Source: an optimization exercise on an open RTL-to-GDS flow (aim: small area and a short achievable clock period). Production flows keep margins and buffers that such runs may drop.
In this exercise RTL edits were held to simulation tests only and were not proved equivalent to the original.
Power is estimated from default activity; no workload was simulated.

**design/flow/config.mk**
```make
export PLATFORM = sky130hd
export DESIGN_NAME = eee_imgproc
export DESIGN_NICKNAME = eee_imgproc
export VERILOG_FILES = /design/flow/design.v
export SDC_FILE = /design/flow/constraint.sdc
export NUM_CORES = 4
export LEC_CHECK = 0
export CAP_MARGIN = 20
export CORE_MARGIN = 2
export CORE_UTILIZATION = 55
export PLACE_DENSITY = 0.7
export SLEW_MARGIN = 20
```
**design/flow/constraint.sdc**
```tcl
create_clock -name core_clock -period 40.0 [get_ports {clk}]
set_input_delay 8.0000 -clock core_clock [delete_from_list [all_inputs] [get_ports {clk}]]
set_output_delay 8.0000 -clock core_clock [all_outputs]
set_load 0.01 [all_outputs]
```
**design/flow/design.v**
```verilog
package imgproc_pkg;
	localparam int COORD_W = 11;
	typedef logic [COORD_W-1:0] coord_t;
	typedef logic [23:0] pixel_t;
	typedef logic [7:0] hue_t;
	localparam hue_t RED_HUE_MAX = 8'd21;
	localparam hue_t YELLOW_HUE_MIN = 8'd22;
	localparam hue_t YELLOW_HUE_MAX = 8'd53;
	localparam logic [7:0] VALUE_MIN = 8'd56;
	localparam pixel_t RED_COL = 24'hff0000;
	localparam pixel_t YELLOW_COL = 24'hffff00;
	localparam pixel_t RBB_COL_DEFAULT = 24'hff0000;
	localparam logic [2:0] REG_STATUS = 3'd0;
	localparam logic [2:0] REG_MSG = 3'd1;
	localparam logic [2:0] REG_ID = 3'd2;
	localparam logic [2:0] REG_BBCOL = 3'd3;
	localparam logic [31:0] DEVICE_ID = 32'h1234eee2;
	localparam int MSG_WORDS = 5;
	typedef logic [3:0] msg_tag_t;
	localparam msg_tag_t TAG_FLAGS = 4'd0;
	localparam msg_tag_t TAG_RED_TB = 4'd1;
	localparam msg_tag_t TAG_RED_LR = 4'd2;
	localparam msg_tag_t TAG_YEL_TB = 4'd3;
	localparam msg_tag_t TAG_YEL_LR = 4'd4;
	typedef struct packed {
		msg_tag_t   tag;
		logic [25:0] zero;
		logic       yellow_seen;
		logic       red_seen;
	} msg_flags_t;
	typedef struct packed {
		msg_tag_t   tag;
		logic       pad_a;
		coord_t     first;
		logic [4:0] pad_b;
		coord_t     second;
	} msg_box_t;
	typedef union packed {
		msg_flags_t flags;
		msg_box_t   box;
	} msg_word_t;
endpackage
module stream_reg #(
	parameter int DATA_W = 26
) (
	input  logic              clk,
	input  logic              reset_n,
	input  logic              valid_in,
	input  logic [DATA_W-1:0] data_in,
	output logic              ready_out,
	input  logic              ready_in,
	output logic              valid_out,
	output logic [DATA_W-1:0] data_out
);
	assign ready_out = ~valid_out | ready_in;
	always_ff @(posedge clk) begin
		if (!reset_n) begin
			valid_out <= 1'b0;
		end else if (ready_out) begin
			valid_out <= valid_in;
		end
	end
	always_ff @(posedge clk) begin
		if (ready_out) begin
			data_out <= data_in;
		end
	end
endmodule
module colour_classify (
	input  imgproc_pkg::pixel_t pixel,
	output logic                red_detect,
	output logic                yellow_detect,
	output imgproc_pkg::pixel_t class_colour
);
	logic [7:0]  red, green, blue;
	logic        rdom, bmin, sat_ok;
	logic [7:0]  mx, mn, c, b;
	logic [13:0] b22, c21, b20, c23, b10, c33;
	logic [7:0]  grey;
	assign {red, green, blue} = pixel;
	assign rdom = (red >= green);
	assign mx = rdom ? red : green;
	assign mn = rdom ? green : red;
	assign bmin = (blue <= mn);
	assign c = mx - mn;
	assign b = mn - blue;
	assign b22 = {1'b0, b, 4'b0} + {3'b0, b, 2'b0} + {5'b0, b, 1'b0};
	assign c21 = {2'b0, c, 4'b0} + {4'b0, c, 2'b0} + {6'b0, c};
	assign b20 = {2'b0, b, 4'b0} + {4'b0, b, 2'b0};
	assign c23 = {2'b0, c, 4'b0} + {4'b0, c, 2'b0} + {5'b0, c, 1'b0} + {6'b0, c};
	assign b10 = {3'b0, b, 3'b0} + {5'b0, b, 1'b0};
	assign c33 = {1'b0, c, 5'b0} + {6'b0, c};
	assign sat_ok = bmin && (mx >= imgproc_pkg::VALUE_MIN) && ({2'b0, mx} >= {blue, 2'b0});
	assign red_detect = sat_ok && rdom && (b22 < c21);
	assign yellow_detect = sat_ok && (rdom ? (b20 >= c23) : (b10 >= c33));
	assign grey = {1'b0, green[7:1]} + {2'b00, red[7:2]} + {2'b00, blue[7:2]};
	always_comb begin
		if (red_detect) begin
			class_colour = imgproc_pkg::RED_COL;
		end else if (yellow_detect) begin
			class_colour = imgproc_pkg::YELLOW_COL;
		end else begin
			class_colour = {grey, grey, grey};
		end
	end
endmodule
module box_tracker #(
	parameter int IMAGE_W = 640,
	parameter int IMAGE_H = 480
) (
	input  logic                clk,
	input  logic                reset_n,
	input  logic                pixel_accept,
	input  logic                sop,
	input  logic                eop,
	input  logic                video,
	input  logic                detect,
	input  imgproc_pkg::coord_t x,
	input  imgproc_pkg::coord_t y,
	output imgproc_pkg::coord_t left,
	output imgproc_pkg::coord_t right,
	output imgproc_pkg::coord_t top,
	output imgproc_pkg::coord_t bottom
);
	localparam int XW = $clog2(IMAGE_W);
	localparam int TW = $clog2(IMAGE_H);
	logic [XW-1:0]       x_min, x_max, l_q, r_q;
	logic [TW-1:0]       y_min, t_q;
	imgproc_pkg::coord_t y_max;
	always_ff @(posedge clk) begin
		if (!reset_n) begin
			x_min <= XW'(IMAGE_W - 1);
			x_max <= '0;
			y_min <= TW'(IMAGE_H - 1);
			y_max <= '0;
		end else if (pixel_accept & sop) begin
			x_min <= XW'(IMAGE_W - 1);
			x_max <= '0;
			y_min <= TW'(IMAGE_H - 1);
			y_max <= '0;
		end else if (pixel_accept & detect) begin
			if (x[XW-1:0] < x_min) begin
				x_min <= x[XW-1:0];
			end
			if (x[XW-1:0] > x_max) begin
				x_max <= x[XW-1:0];
			end
			if (y < imgproc_pkg::coord_t'(y_min)) begin
				y_min <= y[TW-1:0];
			end
			y_max <= y;
		end
	end
	always_ff @(posedge clk) begin
		if (!reset_n) begin
			l_q <= XW'(IMAGE_W - 1);
			r_q <= '0;
			t_q <= TW'(IMAGE_H - 1);
			bottom <= '0;
		end else if (pixel_accept & eop & video) begin
			l_q <= x_min;
			r_q <= x_max;
			t_q <= y_min;
			bottom <= y_max;
		end
	end
	assign left = imgproc_pkg::coord_t'(l_q);
	assign right = imgproc_pkg::coord_t'(r_q);
	assign top = imgproc_pkg::coord_t'(t_q);
endmodule
module msg_fifo #(
	parameter int MSG_DEPTH = 128,
	parameter int IMAGE_W = 640,
	parameter int IMAGE_H = 480
) (
	input  logic                   clk,
	input  logic                   reset_n,
	input  logic                   clear,
	input  logic [2:0]             wr_word,
	input  logic [2:0]             wr_word_next,
	input  imgproc_pkg::coord_t    red_left,
	input  imgproc_pkg::coord_t    red_right,
	input  imgproc_pkg::coord_t    red_top,
	input  imgproc_pkg::coord_t    red_bottom,
	input  imgproc_pkg::coord_t    yellow_left,
	input  imgproc_pkg::coord_t    yellow_right,
	input  imgproc_pkg::coord_t    yellow_top,
	input  imgproc_pkg::coord_t    yellow_bottom,
	input  logic                   rd,
	output imgproc_pkg::msg_word_t rd_data,
	output logic [7:0]             used,
	output logic                   empty
);
	localparam int NA = (MSG_DEPTH - 3) / 5;
	localparam int NB = (MSG_DEPTH + 2) / 5;
	localparam int AW = $clog2(NA);
	localparam int BW = $clog2(NB);
	localparam int CNT_W = $clog2(MSG_DEPTH);
	localparam int XW = $clog2(IMAGE_W);
	localparam int YW = imgproc_pkg::COORD_W;
	localparam int TW = $clog2(IMAGE_H);
	logic [1:0]      m_flags [0:NA-1];
	logic [TW+YW-1:0] m_rtb [0:NA-1];
	logic [2*XW-1:0] m_rlr [0:NA-1];
	logic [TW+YW-1:0] m_ytb [0:NB-1];
	logic [2*XW-1:0] m_ylr [0:NB-1];
	logic [AW-1:0]    wr_a, wr_a_next, rd_a;
	logic [BW-1:0]    wr_b, wr_b_next, rd_b;
	logic [2:0]       rd_word;
	logic [CNT_W-1:0] count;
	logic             do_wr, do_rd;
	assign empty = (count == '0);
	assign used = 8'(count);
	assign do_wr = (wr_word != 3'd0);
	assign do_rd = rd & ~empty;
	assign wr_a_next = (wr_word == 3'd3) ? ((wr_a == AW'(NA - 1)) ? '0 : wr_a + 1'b1) : wr_a;
	assign wr_b_next = (wr_word == 3'd5) ? ((wr_b == BW'(NB - 1)) ? '0 : wr_b + 1'b1) : wr_b;
	always_ff @(posedge clk) begin
		if (!reset_n) begin
			wr_a <= '0;
			wr_b <= '0;
		end else begin
			wr_a <= wr_a_next;
			wr_b <= wr_b_next;
		end
	end
	always_ff @(posedge clk) begin
		if (!reset_n) begin
			rd_a <= '0;
			rd_b <= '0;
			rd_word <= 3'd1;
			count <= '0;
		end else if (clear) begin
			rd_a <= wr_a_next;
			rd_b <= wr_b_next;
			rd_word <= (wr_word_next == 3'd0) ? 3'd1 : wr_word_next;
			count <= '0;
		end else begin
			if (do_rd) begin
				if (rd_word == 3'd5) begin
					rd_word <= 3'd1;
				end else begin
					rd_word <= rd_word + 3'd1;
				end
				if (rd_word == 3'd3) begin
					rd_a <= (rd_a == AW'(NA - 1)) ? '0 : rd_a + 1'b1;
				end
				if (rd_word == 3'd5) begin
					rd_b <= (rd_b == BW'(NB - 1)) ? '0 : rd_b + 1'b1;
				end
			end
			if (do_wr & ~do_rd) begin
				count <= count + 1'b1;
			end else if (do_rd & ~do_wr) begin
				count <= count - 1'b1;
			end
		end
	end
	always_ff @(posedge clk) begin
		case (wr_word)
			3'd1: m_flags[wr_a] <= {(yellow_right >= yellow_left), (red_right >= red_left)};
			3'd2: m_rtb[wr_a] <= {red_top[TW-1:0], red_bottom};
			3'd3: m_rlr[wr_a] <= {red_left[XW-1:0], red_right[XW-1:0]};
			3'd4: m_ytb[wr_b] <= {yellow_top[TW-1:0], yellow_bottom};
			3'd5: m_ylr[wr_b] <= {yellow_left[XW-1:0], yellow_right[XW-1:0]};
			default: ;
		endcase
	end
	logic [NA-1:0]   sel_a;
	logic [NB-1:0]   sel_b;
	logic [1:0]      h_flags;
	logic [TW+YW-1:0] h_rtb, h_ytb;
	logic [2*XW-1:0] h_rlr, h_ylr;
	always_comb begin
		sel_a = '0;
		sel_a[rd_a] = 1'b1;
		sel_b = '0;
		sel_b[rd_b] = 1'b1;
	end
	always_comb begin
		h_flags = '0;
		h_rtb = '0;
		h_rlr = '0;
		h_ytb = '0;
		h_ylr = '0;
		for (int i = 0; i < NA; i++) begin
			h_flags = h_flags | ({2{sel_a[i]}} & m_flags[i]);
			h_rtb = h_rtb | ({TW+YW{sel_a[i]}} & m_rtb[i]);
			h_rlr = h_rlr | ({2*XW{sel_a[i]}} & m_rlr[i]);
		end
		for (int i = 0; i < NB; i++) begin
			h_ytb = h_ytb | ({TW+YW{sel_b[i]}} & m_ytb[i]);
			h_ylr = h_ylr | ({2*XW{sel_b[i]}} & m_ylr[i]);
		end
	end
	always_comb begin
		rd_data = '0;
		if (!empty) begin
			case (rd_word)
				3'd1: begin
					rd_data.flags.tag = imgproc_pkg::TAG_FLAGS;
					{rd_data.flags.yellow_seen, rd_data.flags.red_seen} = h_flags;
				end
				3'd2: begin
					rd_data.box.tag = imgproc_pkg::TAG_RED_TB;
					rd_data.box.first = imgproc_pkg::coord_t'(h_rtb[TW+YW-1:YW]);
					rd_data.box.second = h_rtb[YW-1:0];
				end
				3'd3: begin
					rd_data.box.tag = imgproc_pkg::TAG_RED_LR;
					rd_data.box.first = imgproc_pkg::coord_t'(h_rlr[2*XW-1:XW]);
					rd_data.box.second = imgproc_pkg::coord_t'(h_rlr[XW-1:0]);
				end
				3'd4: begin
					rd_data.box.tag = imgproc_pkg::TAG_YEL_TB;
					rd_data.box.first = imgproc_pkg::coord_t'(h_ytb[TW+YW-1:YW]);
					rd_data.box.second = h_ytb[YW-1:0];
				end
				3'd5: begin
					rd_data.box.tag = imgproc_pkg::TAG_YEL_LR;
					rd_data.box.first = imgproc_pkg::coord_t'(h_ylr[2*XW-1:XW]);
					rd_data.box.second = imgproc_pkg::coord_t'(h_ylr[XW-1:0]);
				end
				default: ;
			endcase
		end
	end
endmodule
module msg_writer #(
	parameter int MSG_INTERVAL = 6,
	parameter int MSG_DEPTH = 128
) (
	input  logic       clk,
	input  logic       reset_n,
	input  logic       frame_done,
	input  logic [7:0] fifo_used,
	output logic [2:0] state,
	output logic [2:0] state_next
);
	localparam int CNT_W = $clog2(MSG_INTERVAL) + 1;
	logic [CNT_W-1:0] frame_cnt;
	logic             start;
	assign start = frame_done && (frame_cnt == '0) &&
		(fifo_used < MSG_DEPTH - imgproc_pkg::MSG_WORDS);
	always_comb begin
		if (start) begin
			state_next = 3'd1;
		end else if ((state == 3'(imgproc_pkg::MSG_WORDS)) || (state == 3'd0)) begin
			state_next = 3'd0;
		end else begin
			state_next = state + 3'd1;
		end
	end
	always_ff @(posedge clk) begin
		if (!reset_n) begin
			frame_cnt <= CNT_W'(MSG_INTERVAL - 1);
			state <= 3'd0;
		end else begin
			state <= state_next;
			if (frame_done) begin
				if (start) begin
					frame_cnt <= CNT_W'(MSG_INTERVAL - 1);
				end else begin
					frame_cnt <= frame_cnt - 1'b1;
				end
			end
		end
	end
endmodule
module mm_regs (
	input  logic                   clk,
	input  logic                   reset_n,
	input  logic                   chipselect,
	input  logic                   read,
	input  logic                   write,
	input  logic [2:0]             address,
	input  logic [31:0]            writedata,
	input  imgproc_pkg::msg_word_t fifo_data,
	input  logic [7:0]             fifo_used,
	input  logic                   fifo_empty,
	output logic [31:0]            readdata,
	output logic                   fifo_rd,
	output logic                   flush,
	output imgproc_pkg::pixel_t    bb_col
);
	logic [7:0] status_reg;
	logic       read_d;
	always_ff @(posedge clk) begin
		if (!reset_n) begin
			status_reg <= 8'h00;
			bb_col <= imgproc_pkg::RBB_COL_DEFAULT;
		end else if (chipselect & write) begin
			if (address == imgproc_pkg::REG_STATUS) begin
				status_reg <= writedata[7:0];
			end
			if (address == imgproc_pkg::REG_BBCOL) begin
				bb_col <= writedata[23:0];
			end
		end
	end
	assign flush = chipselect & write & (address == imgproc_pkg::REG_STATUS) & writedata[4];
	always_ff @(posedge clk) begin
		if (!reset_n) begin
			readdata <= 32'h0;
			read_d <= 1'b0;
		end else begin
			read_d <= chipselect & read;
			if (chipselect & read) begin
				case (address)
					imgproc_pkg::REG_STATUS: readdata <= {16'h0, fifo_used, status_reg};
					imgproc_pkg::REG_MSG: readdata <= fifo_data;
					imgproc_pkg::REG_ID: readdata <= imgproc_pkg::DEVICE_ID;
					imgproc_pkg::REG_BBCOL: readdata <= {8'h00, bb_col};
					default: readdata <= 32'h0;
				endcase
			end
		end
	end
	assign fifo_rd = chipselect & read & ~read_d & ~fifo_empty & (address == imgproc_pkg::REG_MSG);
endmodule
module eee_imgproc #(
	parameter int IMAGE_W = 640,
	parameter int IMAGE_H = 480,
	parameter int MSG_INTERVAL = 6,
	parameter int MSG_DEPTH = 128
) (
	input  logic                clk,
	input  logic                reset_n,
	input  logic                s_chipselect,
	input  logic                s_read,
	input  logic                s_write,
	input  logic [2:0]          s_address,
	input  logic [31:0]         s_writedata,
	output logic [31:0]         s_readdata,
	input  imgproc_pkg::pixel_t sink_data,
	input  logic                sink_valid,
	output logic                sink_ready,
	input  logic                sink_sop,
	input  logic                sink_eop,
	output imgproc_pkg::pixel_t source_data,
	output logic                source_valid,
	input  logic                source_ready,
	output logic                source_sop,
	output logic                source_eop,
	input  logic                mode
);
	localparam int BEAT_W = 24 + 2;
	localparam int XW = $clog2(IMAGE_W);
	logic [BEAT_W-1:0] in_beat, out_beat;
	imgproc_pkg::pixel_t            pix_in, pix_out, class_colour, bb_col;
	logic              sop, eop, in_valid, in_ready, out_ready, accept;
	imgproc_pkg::coord_t            x, y;
	logic [XW-1:0]     x_q;
	logic              packet_video, frame_done;
	logic              red_detect, yellow_detect, rbb_active, ybb_active;
	imgproc_pkg::coord_t            red_left, red_right, red_top, red_bottom;
	imgproc_pkg::coord_t            yellow_left, yellow_right, yellow_top, yellow_bottom;
	logic              fifo_rd, fifo_empty, flush;
	logic [2:0]        wr_word, wr_word_next;
	imgproc_pkg::msg_word_t         fifo_head;
	logic [7:0]        fifo_used;
	stream_reg #(.DATA_W(BEAT_W)) in_slice (
		.clk(clk), .reset_n(reset_n),
		.valid_in(sink_valid), .data_in({sink_data, sink_sop, sink_eop}),
		.ready_out(in_ready),
		.ready_in(out_ready), .valid_out(in_valid), .data_out(in_beat)
	);
	assign {pix_in, sop, eop} = in_beat;
	logic not_both_valid;
	always_ff @(posedge clk) begin
		if (!reset_n) begin
			not_both_valid <= 1'b1;
		end else begin
			not_both_valid <= ~((in_ready ? sink_valid : in_valid) &
				(out_ready ? in_valid : source_valid));
		end
	end
	assign sink_ready = not_both_valid | source_ready;
	stream_reg #(.DATA_W(BEAT_W)) out_slice (
		.clk(clk), .reset_n(reset_n),
		.valid_in(in_valid), .data_in({pix_out, sop, eop}),
		.ready_out(out_ready),
		.ready_in(source_ready), .valid_out(source_valid), .data_out(out_beat)
	);
	assign {source_data, source_sop, source_eop} = out_beat;
	assign accept = in_valid & out_ready;
	always_ff @(posedge clk) begin
		if (!reset_n) begin
			x_q <= '0;
			y <= '0;
			packet_video <= 1'b0;
		end else if (accept) begin
			if (sop) begin
				x_q <= '0;
				y <= '0;
				packet_video <= (pix_in[3:0] == 4'h0);
			end else if (x_q == XW'(IMAGE_W - 1)) begin
				x_q <= '0;
				y <= y + 1'b1;
			end else begin
				x_q <= x_q + 1'b1;
			end
		end
	end
	assign x = imgproc_pkg::coord_t'(x_q);
	assign frame_done = accept & eop & packet_video;
	colour_classify colour_classify (
		.pixel(pix_in), .red_detect(red_detect), .yellow_detect(yellow_detect),
		.class_colour(class_colour)
	);
	box_tracker #(.IMAGE_W(IMAGE_W), .IMAGE_H(IMAGE_H)) red_box (
		.clk(clk), .reset_n(reset_n), .pixel_accept(accept), .sop(sop), .eop(eop), .video(packet_video),
		.detect(red_detect), .x(x), .y(y),
		.left(red_left), .right(red_right), .top(red_top), .bottom(red_bottom)
	);
	box_tracker #(.IMAGE_W(IMAGE_W), .IMAGE_H(IMAGE_H)) yellow_box (
		.clk(clk), .reset_n(reset_n), .pixel_accept(accept), .sop(sop), .eop(eop), .video(packet_video),
		.detect(yellow_detect), .x(x), .y(y),
		.left(yellow_left), .right(yellow_right), .top(yellow_top), .bottom(yellow_bottom)
	);
	assign rbb_active = (x == red_left) | (x == red_right) | (y == red_top) | (y == red_bottom);
	assign ybb_active = (x == yellow_left) | (x == yellow_right) |
		(y == yellow_top) | (y == yellow_bottom);
	always_comb begin
		if (!(mode & ~sop & packet_video)) begin
			pix_out = pix_in;
		end else if (rbb_active) begin
			pix_out = bb_col;
		end else if (ybb_active) begin
			pix_out = imgproc_pkg::YELLOW_COL;
		end else begin
			pix_out = class_colour;
		end
	end
	msg_writer #(.MSG_INTERVAL(MSG_INTERVAL), .MSG_DEPTH(MSG_DEPTH)) msg_writer (
		.clk(clk), .reset_n(reset_n), .frame_done(frame_done), .fifo_used(fifo_used),
		.state(wr_word), .state_next(wr_word_next)
	);
	msg_fifo #(.MSG_DEPTH(MSG_DEPTH), .IMAGE_W(IMAGE_W), .IMAGE_H(IMAGE_H)) msg_fifo (
		.clk(clk), .reset_n(reset_n), .clear(~reset_n | flush),
		.wr_word(wr_word), .wr_word_next(wr_word_next),
		.red_left(red_left), .red_right(red_right), .red_top(red_top),
		.red_bottom(red_bottom), .yellow_left(yellow_left), .yellow_right(yellow_right),
		.yellow_top(yellow_top), .yellow_bottom(yellow_bottom),
		.rd(fifo_rd), .rd_data(fifo_head), .used(fifo_used), .empty(fifo_empty)
	);
	mm_regs mm_regs (
		.clk(clk), .reset_n(reset_n), .chipselect(s_chipselect), .read(s_read),
		.write(s_write), .address(s_address), .writedata(s_writedata),
		.fifo_data(fifo_head), .fifo_used(fifo_used), .fifo_empty(fifo_empty),
		.readdata(s_readdata), .fifo_rd(fifo_rd), .flush(flush), .bb_col(bb_col)
	);
endmodule
```
**design/flow/flow/run.sh**
```bash
#!/bin/bash
# Layout flow: the standard synthesis and layout (standard.sh), with these
# changes to how the layout is made:
#  - synthesis maps the combinational logic with an area-oriented ABC script
#    (flow/abc_area_map.script) in place of ORFS's speed script, and leaves
#    adders to ABC rather than to ORFS's half/full-adder cell mapping;
#    everything else in synthesis, registers included, is the standard
#    synthesis;
#  - repair_timing aims for more setup slack than the design's clock period
#    needs, so that it also shortens the port-to-port path
#    source_ready -> sink_ready, which sets the achieved period;
#  - source_ready and sink_ready are placed next to each other on the edge;
#  - the port buffers are the smallest plain buffer (repair upsizes them
#    where timing needs it);
#  - the clock tree uses larger sink clusters and no dummy loads.
# The clock period, the SDC and the other settings are the standard flow's, unchanged.
# Each step's full output goes to a log file of its own in this folder; ORFS's
# per-stage logs are under orfs/logs/.
set -euo pipefail

here=$(pwd)

# ORFS's scripts with only the ABC speed script replaced
rm -rf "$here/orfs_scripts"
cp -r "$FLOW_HOME/scripts" "$here/orfs_scripts"
cp "$here/flow/abc_area_map.script" "$here/orfs_scripts/abc_speed.script"

bash standard.sh synth "SCRIPTS_DIR=$here/orfs_scripts" "ADDER_MAP_FILE=" > synth.log 2>&1

bash standard.sh finish \
	"SETUP_SLACK_MARGIN=${SETUP_MARGIN:-23.6}" \
	"IO_CONSTRAINTS=$here/flow/io.tcl" \
	"BUFFER_PORTS_ARGS=-buffer_cell sky130_fd_sc_hd__buf_1" \
	"CTS_ARGS=-sink_clustering_enable -repair_clock_nets -sink_clustering_size 25 -sink_clustering_max_diameter 100 -dont_use_dummy_load" \
	> layout.log 2>&1
```
**design/flow/flow/abc_area_map.script**
```
strash
&get -n
&fraig -x
&put
dc2
strash
&get -n
&dch -f
&nf -R 1000
&put
```
**design/flow/flow/io.tcl**
```tcl
# keep the two ends of the combinational port-to-port path together
set_io_pin_constraint -group -order -pin_names {source_ready sink_ready}
```
**design/flow/standard.sh**
```bash
#!/bin/bash
# synth_recipe.tcl (not shown) runs the flow's synth.tcl, then flattens the netlist and writes it again
# the make line also repeats each setting of config.mk as NAME=value (left out here)
make -C /OpenROAD-flow-scripts/flow DESIGN_CONFIG=/design/flow/config.mk WORK_HOME=/design/flow/orfs CLKGATE_MAP_FILE= SYNTH_SCRIPT=/design/flow/synth_recipe.tcl "${@:-finish}"
```
==> flow_summary.yaml, run 1 <==
run_status:
  status: "finished clean"
hold_path:
  hold_class: "reg -> reg"
  holdCritStartpoint: "mm_regs.status_reg[4]"
cells_and_area:
  stdcell_count: 8353
  syn2layout_area_growth_pct: 9.301
  layout.nets: 6243
  drive_above_1_share_pct: 8.636
  top_regs: "msg_fifo.m_ylr x520, msg_fifo.m_ytb x520"
  final_common_cell: "edfxtp_1"
  final_cell_mix: "2142 x edfxtp_1, 472 x a222oi_1, 418 x nand2_1"
power:
  powerDensity_nw_per_um2: 44.78
  power_frac_seq_pct: 62.0
  swShare_pct: 23.41
  comb_power_share_pct: 10.8
  p_int_mw: 3.393
  p_leak_nw: 30.30
  vdd_drop_max_uv: 62.40
  power_switching_mw: 1.037
  p_total_mw: 4.430
  clkPwrFrac_pct: 27.2
die:
  initial_core_util_pct: 55.49
  die-width_um: 409.7
  coreArea_um2: 163100
  fp.dieArea_um2: 167900
  rows: 148
  io_pins: 129
  die_h_um: 409.7
route:
  num_vias: 59560
  wl_per_cell_um: 34.02
  wl_um: 284100
  drcViolationCount: 0
  dr.first_iter.drc_count: 11460
  vias_per_cell: 7.130
  ant_nets: 0
  firstDrtPassIters: 8
clock_network:
  cts_buffers: 107
  clk_pin_slew_ps: 100
  cts_root_buf: "clkbuf_16"
  ctsHtreeMaxLevel: 3
  cts_sinks: 2426
  hold_buffers: 0
  clk-insertion-delay-late_ps: 800
  cts_tree: "yes"
  cts_buffer_depth: 3
grt:
  grt_antenna_before_repair: 12
  overflow: 0
  grt_util_all_layers_pct: 33.06
  grt_pass1_wl_um: 398800
  grt_max_degree: 90
  met3_usage_pct: 8.006
  grt_use_met2_pct: 51.19
  grt_pass1_vias: 55750
  gr-usage-met1_pct: 44.95
  busiest_layer: "met2"
critical_path:
  end_kind: "output pin"
  cp.required_ps: 32000
  crit_arrival_ps: 8410
  worstReg2RegStart: "in_slice.data_out[11]"
  crit_fanout: 2
  startpoint_type: "input port"
  worstSetupStartpoint: "source_ready"
  worstSetupPathType: "in -> out"
placed_design:
  dp.cells: 8239
  port_buffers: 117
  dp_hpwl_um: 162000
  gp_congestion: 0.9375
yosys:
  yosysWarnings: 7
  synth_cells: 5702
  ys_ff_latch: 2426
  synth_edf_count: 2142
  ys_async_sr_fraction_pct: 0
  yosysSeqAreaShare_pct: 77.34
  synth_area_per_cell_um2: 15.88
  ys.flop_type: "edfxtp_1"
  synth_cell_types: 58
  syn_area_um2: 90520
sta:
  finalHoldViolCount: 0
  tightest_slew_ps: 1324
  max_freq_ghz: 0.06092
  min_period_ps: 16410
  rsz0062_at_grt: "yes"
  skew_ps: 75.44
  slew_headroom_pct: 10.80
  post-route-period-util_pct: 41.04
  finalSetupViolCount: 0
  holdWs_ps: 476.7
  drv_slew: 0
  tns_ps: 0
flow_run:
  drv_cap: 0
synthesized netlist by cell type (4+ instances only):
master     count  area [um2]
a21boi_0       6       45.04
a2111oi_0     10       87.58
nor3b_1        6       45.04
nand2_1      418        1569
o211ai_1      27       202.7
a21o_1         7       52.55
o311ai_0       5       43.79
a31oi_1       31       193.9
nand3b_1      10       75.07
clkinv_1     110       412.9
nor2b_1       17       106.4
a222oi_1     472        4725
a22oi_1      189        1419
nor3_1        72       360.4
a221oi_1      94       823.3
and3b_1        4       35.03
and3_1        27       168.9
nor2_1       482        1809
mux2i_1       28       280.3
a211oi_1      22       165.2
o21ai_0      290        1451
o221ai_1      15       131.4
nand2b_1      38       237.7
o22ai_1       39       244.0
maj3_1        50       500.5
and2_0        24       150.1
nor4_1        23       143.9
a22o_1        33       289.0
nand3_1       92       460.4
and4_1        10       87.58
edfxtp_1    2142       64320
or2_0         13       81.33
xor2_1        61       534.3
a21oi_1      234        1171
xnor2_1      138        1209
nand4_1      126       788.3
o2111ai_1      4       35.03
dfxtp_1      284        5685
or3_1         12       75.07
final timing paths:
path	to	slack [ps]	cells past startpoint
min reg2reg	mm_regs.status_reg[4]	480	2
min	mm_regs.status_reg[4]	480	2
max reg2reg	yellow_box.y_min[0]	30940	36
max	sink_ready	23590	3
power groups by stage:
stage          combinational [mW]  clock [mW]  sequential (mW)
2_1_floorplan               0.341           0             2.80
3_5_place_dp                0.472           0             2.80
4_1_cts                     0.475        1.20             2.75
5_1_grt                     0.526        1.29             2.75
6_report                    0.480        1.20             2.75
3_3_place_gp                0.465           0             2.80
stage by stage:
stage | worst slack (ps) | area, um2 | util, %
after floorplan | 23750 | 90530 | -
after global placement | 23570 | 96180 | 58.96
after detailed placement | 23570 | 96220 | 58.98
after CTS | 23580 | 98910 | 60.63
after global routing | 23560 | 98930 | 60.64
final | 23590 | 98940 | 60.65
layout make-up:
type / count / area, um2
fill: 12070 / 64200
antenna: 6 / 15.01
sequential: 2426 / 70020
multi-input combinational: 3165 / 20780
tap: 2175 / 2721
inverter: 110 / 412.9
clock buffer: 107 / 2678
timing repair buffer: 364 / 2316
critical path, stage by stage:
cell and delay [ps]:
buf_1 80, or2_0 190, buf_2 140
metal layers:
layer,vias to the layer above,share of wire (%)
met2,4782,45
li1,24430,-
met5,-,0.022
met1,29580,35
met3,757,15
met4,10,5.4
logic make-up after synthesis:
| logic type | Yosys count | synth area share (%) |
|---|---|---|
| adders and majority gates | 50 | 0.5529 |
| buffers and inverters | 113 | 0.4810 |
| xor gates and xnor gates | 199 | 1.925 |
| and+or+nand+nor | 1383 | 6.925 |
| muxes | 28 | 0.3096 |
| other | 1 | 0.004143 |
| DFF | 2426 | 77.34 |
| AOI/OAI and AO/OA | 1502 | 12.47 |
repair_timing:
| action | in CTS | in global routing |
|---|---|---|
| gates cloned | 0 | 0 |
| setup buffers | 1 | 0 |
| gates resized for setup | 1 | 0 |
| setup endpoints to repair | 1 | 1 |
| pin swaps | 1 | 0 |
==> inputs of run 2 (changes only) <==
--- a/design/flow/flow/run.sh
+++ b/design/flow/flow/run.sh
@@ -28,7 +28,7 @@
 bash standard.sh synth "SCRIPTS_DIR=$here/orfs_scripts" "ADDER_MAP_FILE=" > synth.log 2>&1
 
 bash standard.sh finish \
-	"SETUP_SLACK_MARGIN=${SETUP_MARGIN:-23.6}" \
+	"SETUP_SLACK_MARGIN=${SETUP_MARGIN:-23.75}" \
 	"IO_CONSTRAINTS=$here/flow/io.tcl" \
 	"BUFFER_PORTS_ARGS=-buffer_cell sky130_fd_sc_hd__buf_1" \
 	"CTS_ARGS=-sink_clustering_enable -repair_clock_nets -sink_clustering_size 25 -sink_clustering_max_diameter 100 -dont_use_dummy_load" \
==> design/flow/flow/abc_area_map.script (replaced) <==
strash
&get -n
&fraig -x
&put
dc2
strash
&get -n
&dch -f
&nf -R 1000
&put
strash
&get -n
&dch -f
&nf -R 1000
&put
--- a/design/flow/config.mk
+++ b/design/flow/config.mk
@@ -7,6 +7,6 @@
 export LEC_CHECK = 0
 export CAP_MARGIN = 20
 export CORE_MARGIN = 2
-export CORE_UTILIZATION = 55
-export PLACE_DENSITY = 0.7
+export CORE_UTILIZATION = 62
+export PLACE_DENSITY = 0.74
 export SLEW_MARGIN = 20
==> run 2 against run 1 <==
Against the previous run: synthesized area is 0.40% lower; clock-buffer cell count did not move; synthesized cell count fell by 1.5%; sequential power barely moved; cell area fell by 0.84%; clock skew fell by 19 ps; cell count decreased by 4.6%; sequential cell count did not move; still clean on timing, DRC and antenna; via count shrank 0.71%; utilization rose by 7.5 points.
==> flow_summary.yaml, run 2 <==
clock_network:
  cts_buffer_depth: 3
  clk_pin_slew_ps: 100
  hold_buffers: 0
  cts_sinks: 2426
  cts_buffers: 107
  ctsHtreeMaxLevel: 3
  clk-insertion-delay-late_ps: 780
  cts_root_buf: "clkbuf_16"
  cts_tree: "yes"
sta:
  drv_slew: 0
  post-route-period-util_pct: 41.11
  finalHoldViolCount: 0
  min_period_ps: 16440
  holdWs_ps: 449.2
  max_freq_ghz: 0.06081
  skew_ps: 55.99
  tightest_slew_ps: 1200
  slew_headroom_pct: 19.13
  rsz0062_at_grt: "yes"
  tns_ps: 0
  finalSetupViolCount: 0
route:
  num_vias: 59140
  firstDrtPassIters: 8
  vias_per_cell: 7.419
  ant_nets: 0
  wl_um: 278700
  drcViolationCount: 0
  wl_per_cell_um: 34.97
  dr.first_iter.drc_count: 11640
cells_and_area:
  multi_input_area_um2: 20530
  final_cell_mix: "2142 x edfxtp_1, 484 x a222oi_1, 339 x nand2_1"
  regArea_um2: 70020
  drive_above_1_share_pct: 8.380
  syn2layout_area_growth_pct: 8.812
  layout.nets: 6133
  top_regs: "msg_fifo.m_ylr x520, msg_fifo.m_ytb x520"
  n_fill_cell: 9563
  final_common_cell: "edfxtp_1"
grt:
  grt_pass1_wl_um: 391500
  grt_antenna_before_repair: 12
  grt_pass1_vias: 55600
  met3_usage_pct: 9.625
  grt_use_met2_pct: 57.23
  grt_max_degree: 112
  grt_util_all_layers_pct: 37.17
  overflow: 0
  gr-usage-met1_pct: 50.33
  busiest_layer: "met2"
yosys:
  syn_area_um2: 90160
  synthTopCellsByArea: "edfxtp_1 71%, dfxtp_1 6.3%, a222oi_1 5.4%"
  ys_async_sr_fraction_pct: 0
  synth_cells: 5618
  synth_area_per_cell_um2: 16.05
  synth_cell_types: 60
  synth_most_common_cell: "edfxtp_1"
  ys_ff_latch: 2426
  yosysSeqAreaShare_pct: 77.64
  synth_common_cells: "2142 x edfxtp_1, 484 x a222oi_1, 452 x nor2_1"
  ys.flop_type: "edfxtp_1"
  yosysWarnings: 7
  synth_edf_count: 2142
  synth_top_area_share_pct: 71.34
  yosysTopAreaCell: "edfxtp_1"
hold_path:
  hold_class: "reg -> reg"
critical_path:
  reg2regPathDepth: 38
  endpoint: "sink_ready"
  crit_arrival_ps: 8440
  rrSetupSlack_ps: 29690
  cp.required_ps: 32000
  worstSetupPathType: "in -> out"
  worstReg2RegStart: "in_slice.data_out[12]"
  worstSetupStartpoint: "source_ready"
  r2r_end: "yellow_box.y_min[0]"
  startpoint_type: "input port"
  crit_fanout: 2
  end_kind: "output pin"
power:
  p_leak_nw: 29.17
  power_frac_seq_pct: 62.2
  swShare_pct: 23.21
  power_switching_mw: 1.024
  powerDensity_nw_per_um2: 44.98
  comb_power_share_pct: 10.7
  clkPwrFrac_pct: 27.1
  vdd_drop_max_uv: 37.06
  p_int_mw: 3.389
  p_total_mw: 4.413
run_status:
  status: "finished clean"
die:
  rows: 139
  io_pins: 129
  fp.dieArea_um2: 148500
  initial_core_util_pct: 62.61
  coreArea_um2: 144000
  die_h_um: 385.3
  die-width_um: 385.3
flow_run:
  drv_cap: 0
placed_design:
  gp_congestion: 0.9692
  dp_hpwl_um: 158900
  port_buffers: 117
[run 2: cell count changes in the layout (fill, tap and decap cells not counted), sizes merged, moves of 29 or more]
| cell | previous run | this run |
|---|---|---|
| nor2 | 482 | 452 |
| nand2 | 418 | 340 |
| a21oi | 234 | 278 |
| xnor2 | 138 | 106 |
| nand3 | 92 | 126 |
| o21ai | 290 | 319 |
[run 2: area by class of cell]
class	instances	area share [%]
Antenna cell	6	0.01530
Sequential cell	2426	71.37
Inverter	100	0.3826
Timing Repair Buffer	338	2.151
Multi-Input combinational cell	3091	20.93
Tap cell	1903	2.427
Clock buffer	107	2.729
[run 2: per-stage QoR]
stage	worst slack [ps]	instances	utilization (%)	instance area, um2
after floorplan	23750	5620	-	90170
after global placement	23580	7854	66.22	95360
after detailed placement	23560	7854	66.22	95360
after CTS	23580	7962	68.09	98050
after global routing	23540	7966	68.12	98100
final	23560	7971	68.13	98110
[run 2: worst max-delay path: stages]
cell and delay (ps):
buf_1 90, or2_1 210, buf_2 140
[run 2: logic make-up after synthesis]
logic type / count (synthesis) / share of synthesized area, %
xor+xnor: 181 / 1.758
other cells: 1 / 0.004159
buf+inv: 103 / 0.4413
mux: 29 / 0.3233
flops: 2426 / 77.64
compound gates: 1561 / 12.87
simple gates: 1266 / 6.390
fa+ha+maj: 51 / 0.5662
[run 2: metal layers]
metal | wire, um | vias up
met1 | 92610 | 28940
met4 | 15430 | 8
met3 | 43650 | 834
li1 | - | 24210
met5 | 54 | -
met2 | 127000 | 5141
[run 2: worst min path at each step]
| stage | startpoint | cells past startpoint | to |
|---|---|---|---|
| CTS | yellow_box.x_min[2] | 2 | yellow_box.l_q[2] |
| finish | yellow_box.x_min[2] | 2 | yellow_box.l_q[2] |
| floorplan | red_box.x_min[2] | 2 | red_box.l_q[2] |
| global route | yellow_box.x_min[2] | 2 | yellow_box.l_q[2] |
| global placement | mm_regs.status_reg[4] | 2 | mm_regs.status_reg[4] |
| detailed placement | yellow_box.x_min[2] | 2 | yellow_box.l_q[2] |
[run 2: repair_timing]
item	CTS	global route
pin swaps	1	0
setup endpoints to repair	1	1
setup buffers	1	0
gates resized for setup	1	0
[run 2: power groups by stage]
stage	clock [mW]	combinational, mW	sequential (mW)
global route	1.27	0.508	2.75
CTS	1.19	0.464	2.75
global placement	0	0.449	2.80
detailed placement	0	0.461	2.80
finish	1.19	0.472	2.75
floorplan	0	0.332	2.80
==> inputs of run 3 (changes only) <==
--- a/design/flow/config.mk
+++ b/design/flow/config.mk
@@ -7,6 +7,6 @@
 export LEC_CHECK = 0
 export CAP_MARGIN = 20
 export CORE_MARGIN = 2
-export CORE_UTILIZATION = 62
-export PLACE_DENSITY = 0.74
+export CORE_UTILIZATION = 68
+export PLACE_DENSITY = 0.8
 export SLEW_MARGIN = 20
==> run 3 against run 2 <==
Against the previous run: critical path depth is the same; utilization grew 6.3 points; die area shrank 8.7%; maximum frequency shrank 0.19%; largest power group unchanged.
==> flow_summary.yaml, run 3 <==
route:
  wl_um: 278400
  num_vias: 59850
  vias_per_cell: 7.661
  wl_per_cell_um: 35.64
  firstDrtPassIters: 9
  ant_nets: 0
  drcViolationCount: 0
  dr.first_iter.drc_count: 12900
cells_and_area:
  final_cell_mix: "2142 x edfxtp_1, 484 x a222oi_1, 340 x nand2_1"
  syn2layout_area_growth_pct: 8.538
  layout.nets: 6116
  stdcell_count: 7812
  n_fill_cell: 7705
  final_common_cell: "edfxtp_1"
  top_regs: "msg_fifo.m_ylr x520, msg_fifo.m_ytb x520"
  drive_above_1_share_pct: 8.023
clock_network:
  cts_sinks: 2426
  cts_buffer_depth: 3
  cts_root_buf: "clkbuf_16"
  clk_pin_slew_ps: 100
  hold_buffers: 0
  ctsHtreeMaxLevel: 3
  cts_tree: "yes"
  clk-insertion-delay-late_ps: 800
  cts_buffers: 107
placed_design:
  port_buffers: 117
  gp_congestion: 0.9747
  dp_hpwl_um: 157600
  dp.cells: 7689
yosys:
  yosysWarnings: 7
  ys_ff_latch: 2426
  synth-compound-area-share_pct: 12.87
  synthAdderAreaFrac_pct: 0.5662
  yosysTopAreaCell: "edfxtp_1"
  yosysSeqAreaShare_pct: 77.64
  synth_top_area_share_pct: 71.34
  synth_edf_count: 2142
  synth_area_per_cell_um2: 16.05
  synth.area.mux_share_pct: 0.3233
  synth_top_family_by_area: "compound AO/OA/AOI/OAI gates"
  synth-xor-area-share_pct: 1.758
  ys_async_sr_fraction_pct: 0
  synth_most_common_cell: "edfxtp_1"
  synth_cell_types: 60
  ys.flop_type: "edfxtp_1"
  synthSimpleGateAreaFrac_pct: 6.390
  syn_area_um2: 90160
  synth_cells: 5618
  synth_common_cells: "2142 x edfxtp_1, 484 x a222oi_1, 452 x nor2_1"
  synthTopCellsByArea: "edfxtp_1 71%, dfxtp_1 6.3%, a222oi_1 5.4%"
sta:
  skew_ps: 75.78
  rsz0062_at_grt: "yes"
  tightest_slew_ps: 1272
  finalHoldViolCount: 0
  tns_ps: 0
  post-route-period-util_pct: 41.19
  drv_slew: 0
  max_freq_ghz: 0.06070
  slew_headroom_pct: 15.18
  min_period_ps: 16480
  finalSetupViolCount: 0
hold_path:
  hold_class: "reg -> reg"
  worstHoldEndpoint: "mm_regs.status_reg[4]"
  whs_path_depth: 2
  holdCritStartpoint: "mm_regs.status_reg[4]"
run_status:
  status: "finished clean"
critical_path:
  worstReg2RegStart: "in_slice.data_out[11]"
  worstSetupPathType: "in -> out"
  end_kind: "output pin"
  crit_arrival_ps: 8480
  crit_fanout: 2
  startpoint_type: "input port"
  rrSetupSlack_ps: 29890
  r2r_end: "yellow_box.y_min[7]"
  cp.required_ps: 32000
  reg2regPathDepth: 40
grt:
  gr-usage-met1_pct: 53.16
  grt_util_all_layers_pct: 40.60
  overflow: 0
  grt_use_met2_pct: 61.60
  grt_pass1_vias: 56880
  grt_pass1_wl_um: 391600
  met3_usage_pct: 12.51
  busiest_layer: "met2"
  grt_antenna_before_repair: 21
  grt_max_degree: 112
power:
  clkPwrFrac_pct: 27.0
  p_leak_nw: 29.07
  vdd_drop_max_uv: 52.68
  swShare_pct: 23.01
  power_switching_mw: 1.013
  comb_power_share_pct: 10.6
  power_frac_seq_pct: 62.4
  powerDensity_nw_per_um2: 44.98
  p_int_mw: 3.389
die:
  die-width_um: 368.1
  coreArea_um2: 131500
  initial_core_util_pct: 68.58
  fp.dieArea_um2: 135500
  die_h_um: 368.1
  rows: 133
  io_pins: 129
flow_run:
  drv_cap: 0
## run 3: per-layer routing
| metal | part of all wire (%) | vias to the layer above | wire [um] |
|---|---|---|---|
| met2 | 45 | 5684 | 124100 |
| li1 | - | 24170 | - |
| met4 | 7.0 | 18 | 19430 |
| met3 | 17 | 1168 | 47020 |
| met1 | 32 | 28810 | 87760 |
| met5 | 0.051 | - | 141 |
## run 3: worst max-delay path: stages
cell	delay [ps]
buf_1	90
or2_1	230
buf_2	150
## run 3: logic make-up after synthesis
| logic type | Yosys count |
|---|---|
| adders and majority gates | 51 |
| and+or+nand+nor | 1266 |
| xor gates and xnor gates | 181 |
| other | 1 |
| buffers and inverters | 103 |
| muxes | 29 |
| AOI/OAI and AO/OA | 1561 |
| DFF | 2426 |
## run 3: power groups by stage
stage	combinational [mW]	clock, mW	sequential [mW]
after floorplan	0.332	0	2.80
after global placement	0.444	0	2.80
after detailed placement	0.454	0	2.80
after CTS	0.457	1.18	2.75
after global routing	0.506	1.25	2.75
final	0.467	1.19	2.75
## run 3: what timing repair did
action / in CTS / in global routing
gates cloned: 0 / 0
gates resized for setup: 1 / 0
setup buffers: 1 / 0
endpoints found under the setup margin: 1 / 1
pin swaps: 1 / 0
## run 3: per-stage QoR
step | util [%] | hold WS [ps] | total power, mW | instance area [um2] | setup WS (ps)
after floorplan | - | 431.7 | 3.130 | 90170 | 23750
after global placement | 72.34 | 445.3 | 3.248 | 95100 | 23570
after detailed placement | 72.34 | 451.0 | 3.259 | 95100 | 23550
after CTS | 74.38 | 471.2 | 4.383 | 97780 | 23570
after global routing | 74.42 | 480.0 | 4.510 | 97840 | 23520
final | 74.44 | 465.8 | 4.402 | 97860 | 23530
## run 3: area by class of cell
| cell class | count | area (um2) | share of cell area, % |
|---|---|---|---|
| diodes | 12 | 30.03 | 0.03068 |
| clock buffers | 107 | 2678 | 2.736 |
| multi-input cells | 3091 | 20590 | 21.04 |
| inverters | 100 | 375.4 | 0.3836 |
| repair buffers | 321 | 1979 | 2.023 |
| well taps | 1755 | 2196 | 2.244 |
| flip-flops and latches | 2426 | 70010 | 71.54 |
## run 3: how the worst max path moves through the flow
| stage | to | slack [ps] | startpoint |
|---|---|---|---|
| finish | sink_ready | 23530 | source_ready |
| global route | sink_ready | 23520 | source_ready |
| CTS | sink_ready | 23570 | source_ready |
| detailed placement | sink_ready | 23550 | source_ready |
| global placement | sink_ready | 23570 | source_ready |
| floorplan | sink_ready | 23750 | source_ready |
==> inputs of run 4 (changes only) <==
==> design/flow/run.sh (new file) <==
#!/bin/bash
# synth_recipe.tcl (not shown) runs the flow's synth.tcl, then flattens the netlist and writes it again
# the make line also repeats each setting of config.mk as NAME=value (left out here)
make -C /OpenROAD-flow-scripts/flow DESIGN_CONFIG=/design/flow/config.mk WORK_HOME=/design/flow/orfs CLKGATE_MAP_FILE= SYNTH_SCRIPT=/design/flow/synth_recipe.tcl finish
--- a/design/flow/config.mk
+++ b/design/flow/config.mk
@@ -7,6 +7,8 @@
 export LEC_CHECK = 0
 export CAP_MARGIN = 20
 export CORE_MARGIN = 2
-export CORE_UTILIZATION = 68
-export PLACE_DENSITY = 0.8
+export CORE_UTILIZATION = 55
+export CTS_CLUSTER_DIAMETER = 100
+export CTS_CLUSTER_SIZE = 25
+export PLACE_DENSITY = 0.7
 export SLEW_MARGIN = 20
removed: design/flow/flow/run.sh
removed: design/flow/flow/abc_area_map.script
removed: design/flow/flow/io.tcl
removed: design/flow/standard.sh
==> run 4 against run 3 <==
Against the previous run: largest power group unchanged; combinational power is 45% higher; worst hold slack lost 45 ps; sequential share of layout area fell by 4.6 points; maximum frequency decreased by 4.2%; synthesized cell count up 16%; non-clock buffer count down 37; sequential power barely moved; still clean on timing, DRC and antenna.
==> flow_summary.yaml, run 4 <==
die:
  fp.dieArea_um2: 178400
  initial_core_util_pct: 55.40
  coreArea_um2: 173800
  die_h_um: 422.4
  rows: 153
  io_pins: 129
  die-width_um: 422.4
cells_and_area:
  final_cell_mix: "2142 x edfxtp_1, 504 x nand2_1, 467 x a22oi_1"
  drive_above_1_share_pct: 7.698
  layout.nets: 6803
  n_fill_cell: 13050
  final_common_cell: "edfxtp_1"
  syn2layout_area_growth_pct: 8.571
  fin_area_um2: 104500
  final_core_util_pct: 60.14
  top_regs: "msg_fifo.m_ylr x520, msg_fifo.m_ytb x520"
route:
  vias_per_cell: 6.764
  num_vias: 60400
  dr.first_iter.drc_count: 9004
  ant_nets: 0
  firstDrtPassIters: 7
  wl_um: 281000
  wl_per_cell_um: 31.46
  drcViolationCount: 0
placed_design:
  postPlaceCellArea_um2: 101300
  gp_congestion: 0.8982
  port_buffers: 117
  dp_hpwl_um: 170200
grt:
  overflow: 0
  grt_pass1_vias: 57260
  grt_max_degree: 70
  grt_util_all_layers_pct: 30.92
  grt_antenna_before_repair: 12
  grt_pass1_wl_um: 400900
yosys:
  synth_cells: 6498
  synth_most_common_cell: "edfxtp_1"
  synth_common_cells: "2142 x edfxtp_1, 505 x nand2_1, 467 x a22oi_1"
  ys_ff_latch: 2426
  yosysTopAreaCell: "edfxtp_1"
  synth_area_per_cell_um2: 14.82
  synth_top_area_share_pct: 66.80
  ys_async_sr_fraction_pct: 0
  synth_cell_types: 93
  yosysWarnings: 7
  yosysSeqAreaShare_pct: 72.70
  ys.flop_type: "edfxtp_1"
  synthTopCellsByArea: "edfxtp_1 67%, dfxtp_1 5.9%, a22oi_1 3.6%"
  syn_area_um2: 96290
  synth_edf_count: 2142
critical_path:
  cp_slowest_stage_delay_ps: 490
  reg2regPathDepth: 37
  worstSetupPathType: "in -> out"
  crit_arrival_ps: 9200
  startpoint_type: "input port"
  rrSetupSlack_ps: 30690
  worstReg2RegStart: "in_slice.data_out[15]"
  cpMostUsedCell: "clkdlybuf4s50_1"
  r2r_end: "yellow_box.x_max[8]"
  slowest_stage: "clkdlybuf4s50_1"
  cp.required_ps: 32000
  end_kind: "output pin"
  crit_fanout: 2
  worstPathCellList: "clkdlybuf4s50_1, or2_2, clkdlybuf4s50_1"
clock_network:
  cts_sinks: 2426
  post_cts_buffers: 0
  cts_resized: 0
  cts_tree: "yes"
  clk_pin_slew_ps: 110
  cts_root_buf: "clkbuf_16"
  clk-insertion-delay-late_ps: 820
  cts_buffers: 108
  cts_buffer_depth: 3
  hold_buffers: 0
  ctsHtreeMaxLevel: 3
sta:
  max_freq_ghz: 0.05813
  drv_slew: 0
  slew_headroom_pct: 15.06
  finalSetupViolCount: 0
  skew_ps: 65.47
  finalHoldViolCount: 0
  holdWs_ps: 421.0
  tightest_slew_ps: 1264
  min_period_ps: 17200
  rsz0062_at_grt: "no"
  tns_ps: 0
  post-route-period-util_pct: 43.01
power:
  swShare_pct: 24.76
  p_total_mw: 4.686
  p_int_mw: 3.526
  power_frac_seq_pct: 58.1
  clkPwrFrac_pct: 27.4
  power_switching_mw: 1.160
  p_leak_nw: 32.93
  powerDensity_nw_per_um2: 44.83
  comb_power_share_pct: 14.5
  vdd_drop_max_uv: 77.55
hold_path:
  worstHoldEndpoint: "yellow_box.bottom[9]"
  whs_path_depth: 2
  hold_class: "reg -> reg"
  holdCritStartpoint: "yellow_box.y_max[9]"
flow_run:
  drv_cap: 0
run_status:
  status: "finished clean"
run 4: cell count changes after synthesis, moves of 98 or more:
cell	delta
nor2_1	-144
nand2_1	+165
ha_1	+203
a222oi_1	-291
clkinv_1	-98
a22oi_1	+300
clkbuf_1	+327
inv_1	+167
o21ai_0	-173
run 4: through the flow:
stage	setup WS, ps	std cells
after floorplan	23690	6501
after global placement	22820	8728
after detailed placement	22800	8728
after CTS	22790	8922
after global routing	22780	8925
final	22800	8930
run 4: power groups by stage:
stage               Clock [mW]  Combinational [mW]  Sequential (mW)
CTS                       1.29               0.675             2.72
global route              1.37               0.752             2.72
finish                    1.28               0.678             2.72
floorplan                    0               0.485             2.78
global placement             0               0.657             2.78
detailed placement           0               0.670             2.78
run 4: area by class of cell:
type                    count  area [um2]  share of cell area [%]
diodes                      6       15.01                 0.01436
clock buffers             184        3009                   2.878
clock inverters            10       153.9                  0.1472
inverters                 169       636.9                  0.6092
multi-input cells        3526       25370                   24.27
flip-flops and latches   2426       70020                   66.98
well taps                2325        2909                   2.783
repair buffers            284        2420                   2.315
run 4: critical path: cells and delay by family:
family	cells	cell delay (ps)
buf+inv	2	900
simple gates	1	300
run 4: metal layers:
| layer | part of all wire, % | wire, um | vias up | global-route usage [%] |
|---|---|---|---|---|
| li1 | - | - | 25740 | - |
| met1 | 37 | 105000 | 30270 | 42.39 |
| met2 | 47 | 132800 | 3822 | 49.55 |
| met3 | 11 | 31090 | 565 | 5.547 |
| met4 | 4.3 | 11990 | 8 | 11.91 |
| met5 | 0.019 | 53 | - | 0 |
run 4: worst max-delay path by stage:
stage,from,to,slack [ps],depth (start not counted)
6_report,source_ready,sink_ready,22800,3
5_1_grt,source_ready,sink_ready,22780,3
4_1_cts,source_ready,sink_ready,22790,3
3_5_place_dp,source_ready,sink_ready,22800,3
3_3_place_gp,source_ready,sink_ready,22820,3
2_1_floorplan,source_ready,sink_ready,23690,1
run 4: kinds of logic (layout without fill, tap and decap cells):
kind of cell / Yosys count / after routing / share of synthesized area, %
buf+inv: 549 / 647 / 2.201
xor+xnor: 169 / 169 / 1.566
fa+ha+maj: 220 / 220 / 2.981
simple gates: 1388 / 1388 / 6.753
compound gates: 1677 / 1677 / 13.08
mux: 67 / 67 / 0.7030
other cells: 2 / 11 / 0.007799
flops: 2426 / 2426 / 72.70

==> static timing again, ports no longer ideal <==
Ports are ideal in the flow. The routed layouts listed here were re-timed in OpenROAD.
Step 1, drivers: a clkbuf_16 drives clk and a buf_2 each remaining input, both assumed.
Step 2 adds t to the input delays and takes it off the output delays; t is the mean of the earliest and latest rising clock arrival at the registers after step 1. Input paths then give back, and output paths get back, about the clock's delay inside the block.
Three values: no drivers, after step 1, after step 2; two values: the first two.
| run | shift t [ns] | setup WS [ns] | worst data-port slew with drivers (ns) | cell pins on the clock port's net |
|---|---|---|---|---|
| run 1 | 0.842 | 23.586 / 23.564 / 23.564 | 0.07 | 1 |
| run 2 | 0.826 | 23.557 / 23.527 / 23.527 | 0.19 | 1 |
| run 3 | 0.842 | 23.525 / 23.501 / 23.501 | 0.15 | 1 |
| run 4 | 0.865 | 22.797 / 22.773 / 22.773 | 0.18 | 1 |
After both steps every run listed still meets setup and hold. For run 2, which loses most, drivers alone change the setup slack by -0.030 ns; drivers and shift together by -0.030 ns.
